Source: an optimization exercise on an open RTL-to-GDS flow (aim: small area, a short achievable clock period and few clock cycles per item). Production flows keep margins and buffers that such runs may drop. In this exercise RTL edits were held to simulation tests only and were not proved equivalent to the original.

Setup of job 101:
==> flow/design.v (excerpt) <==
module cordic_top (
    input  logic               clk,
    input  logic               rst,
    input  logic               valid_in,
    input  logic [31:0]        angle_ieee754,
    output logic signed [15:0] sin_ieee754,
    output logic signed [15:0] cos_ieee754,
    output logic               valid,
    output logic signed [2:0]  flip_out
);
Size: ~3,800 cells after synthesis, roughly 130 flip-flops, ~24,000 um^2 of cells after synthesis.
Settings: LEC_CHECK=0, ABC_AREA=1, CAP_MARGIN=20, CORE_MARGIN=2, CORE_UTILIZATION=40, PLACE_DENSITY=0.85, SETUP_SLACK_MARGIN=4.5, SLEW_MARGIN=20; clock period 12.0 ns.
run.sh (not shown) runs the stock make flow with config.mk's settings and CLKGATE_MAP_FILE= SYNTH_SCRIPT=/design/flow/synth_recipe.tcl, a recipe that flattens the netlist after the stock synthesis.
Looking at the reports, job 101 completed the entire flow and the layout it produced met the timing, DRC and antenna checks.
Testbench counts of job 101, summed over its fixed seeds: cycles 16,808, items 2,400.
What job 102 does differently from job 101 at the input level:
# job 101
export LEC_CHECK = 0
export ABC_AREA = 1
export CAP_MARGIN = 20
export CORE_MARGIN = 2
export CORE_UTILIZATION = 40
export PLACE_DENSITY = 0.85
export SETUP_SLACK_MARGIN = 4.5
export SLEW_MARGIN = 20
create_clock -name core_clock -period 12.0 [get_ports {clk}]
# job 102
export LEC_CHECK = 0
export ABC_AREA = 1
export CAP_MARGIN = 20
export CORE_MARGIN = 2
export CORE_UTILIZATION = 55
export PLACE_DENSITY = 0.75
export SETUP_SLACK_MARGIN = 4.5
export SLEW_MARGIN = 20
create_clock -name core_clock -period 12.0 [get_ports {clk}]
Going from job 101 to job 102, register-to-register slack shrinks by 0.11 ns.
From job 101 to job 102 the numbers moved as follows: latest clock arrival within the worst-skew pair comparable; height of the chip now smaller.
Input changes introduced in job 103 (baseline for comparison: job 102):
# job 102
export LEC_CHECK = 0
export ABC_AREA = 1
export CAP_MARGIN = 20
export CORE_MARGIN = 2
export CORE_UTILIZATION = 55
export PLACE_DENSITY = 0.75
export SETUP_SLACK_MARGIN = 4.5
export SLEW_MARGIN = 20
create_clock -name core_clock -period 12.0 [get_ports {clk}]
# job 103
export LEC_CHECK = 0
export ABC_AREA = 1
export CAP_MARGIN = 20
export CORE_MARGIN = 2
export CORE_UTILIZATION = 40
export PLACE_DENSITY = 0.75
export SETUP_SLACK_MARGIN = 4.5
export SLEW_MARGIN = 20
create_clock -name core_clock -period 12.0 [get_ports {clk}]
Results
- Comparing the two runs side by side, job 103 comes out ahead of job 102 on via count.
- Between job 102 and job 103, the flow reports routed wire length decreasing by a few percent.
- When job 103 is measured against job 102, its pre-CTS setup slack turns out 0.19 ns higher.
- Compared with job 102, in job 103 normalized max-slew margin shrank by 4.0 points; total of clock buffers placed in the layout grew by 1; final cell count without fillers grew by 4.2%; number of global-route vias before repair shrank by 2.6%; cell area after layout grew by about 1%.
- Diff job 103..job 102 | number of sinks handled by clock tree synthesis | unchanged
- Post-route fraction of the period consumed by the critical path: job 103 lower than job 102
Input-level comparison between job 104 and job 103:
# job 103
export LEC_CHECK = 0
export ABC_AREA = 1
export CAP_MARGIN = 20
export CORE_MARGIN = 2
export CORE_UTILIZATION = 40
export PLACE_DENSITY = 0.75
export SETUP_SLACK_MARGIN = 4.5
export SLEW_MARGIN = 20
create_clock -name core_clock -period 12.0 [get_ports {clk}]
# job 104
export LEC_CHECK = 0
export ABC_AREA = 1
export CAP_MARGIN = 20
export CORE_MARGIN = 2
export CORE_UTILIZATION = 40
export PLACE_DENSITY = 0.75
export SETUP_SLACK_MARGIN = 4.75
export SLEW_MARGIN = 20
create_clock -name core_clock -period 12.0 [get_ports {clk}]
## What came out
Diff job 103 -> job 104: endpoint arrival time on the critical path went down by 0.05 ns.
Min cell area across job 104 and job 103: job 103
Row via total after detailed routing: job 104 higher / job 103 lower

---

Another version of the RTL of cordic_top (not shown whole).
Size in the first run: about 3800 cells after synthesis, roughly 130 flip-flops, roughly 71 I/O pins, ~24000 sq um of cells after synthesis.
==> flow/design.v (excerpt) <==
module cordic_top (
    input  logic               clk,
    input  logic               rst,
    input  logic               valid_in,
    input  logic [31:0]        angle_ieee754,
    output logic signed [15:0] sin_ieee754,
    output logic signed [15:0] cos_ieee754,
    output logic               valid,
    output logic signed [2:0]  flip_out
);
export LEC_CHECK = 0
export ABC_AREA = 1
export CAP_MARGIN = 20
export CORE_MARGIN = 2
export CORE_UTILIZATION = 40
export SETUP_SLACK_MARGIN = 2
export SLEW_MARGIN = 20
create_clock -name core_clock -period 12.0 [get_ports {clk}]
Testbench counts at the start, summed over its fixed seeds: cycles 16,808, items 2,400.
Next try:
Settings changed: PLACE_DENSITY set to 0.75, SETUP_SLACK_MARGIN 2 to 4.
Result:
- The changed run finished with timing, DRC and antenna clean
- cell count rose by about 0.5%
- first-iteration DRC count came out higher by about 20%
Next try:
Settings changed: PLACE_DENSITY 0.75 to not set, SETUP_SLACK_MARGIN 4 to 5.
Result:
- The changed run finished clean
- routed wire length went up by 7.9%
- die area does not change
- setup slack gets better by 0.46 ns
- cell count rises by 3.2%

-- afterwards: timing with drivers on the ports --
No port has a modelled driver above. Below, the same layouts with a new extraction and two added sets of constraints.
Step 1, drivers: a clkbuf_16 drives clk and a buf_2 each remaining input, both assumed.
Step 2 moves the port delays by t, midway between the first and last clock arrival at a register: inputs arrive t later, outputs are due t later. That takes back most of the time a late clock gives input paths.
a / b / c = ideal ports / drivers / drivers and shift; a / b = the first two.
| run | t (ns) | setup WS [ns] | worst hold slack (ns) | worst setup path after step 2 |
|---|---|---|---|---|
| job 101 | 0.525 | 4.920 / 4.944 / 4.428 | 0.406 / 0.406 / 0.406 | input to register |
| job 102 | 0.544 | 4.712 / 4.747 / 4.203 | 0.409 / 0.409 / 0.409 | input to register |
| job 103 | 0.526 | 4.839 / 4.839 / 4.352 | 0.398 / 0.398 / 0.398 | input to register |
| job 104 | 0.532 | 4.884 / 4.884 / 4.605 | 0.401 / 0.401 / 0.401 | input to register |
| the first run of note 2 | 0.541 | 3.066 / 3.066 / 3.066 | 0.403 / 0.403 / 0.403 | register to register |
| the second run of note 2 | 0.541 | 4.527 / 4.527 / 4.062 | 0.408 / 0.408 / 0.408 | input to register |
| the third run of note 2 | 0.543 | 4.991 / 4.991 / 4.906 | 0.404 / 0.404 / 0.404 | input to register |
After both steps every run listed still meets setup and hold. For job 102, which loses most, drivers alone change the setup slack by +0.035 ns; drivers and shift together by -0.509 ns.
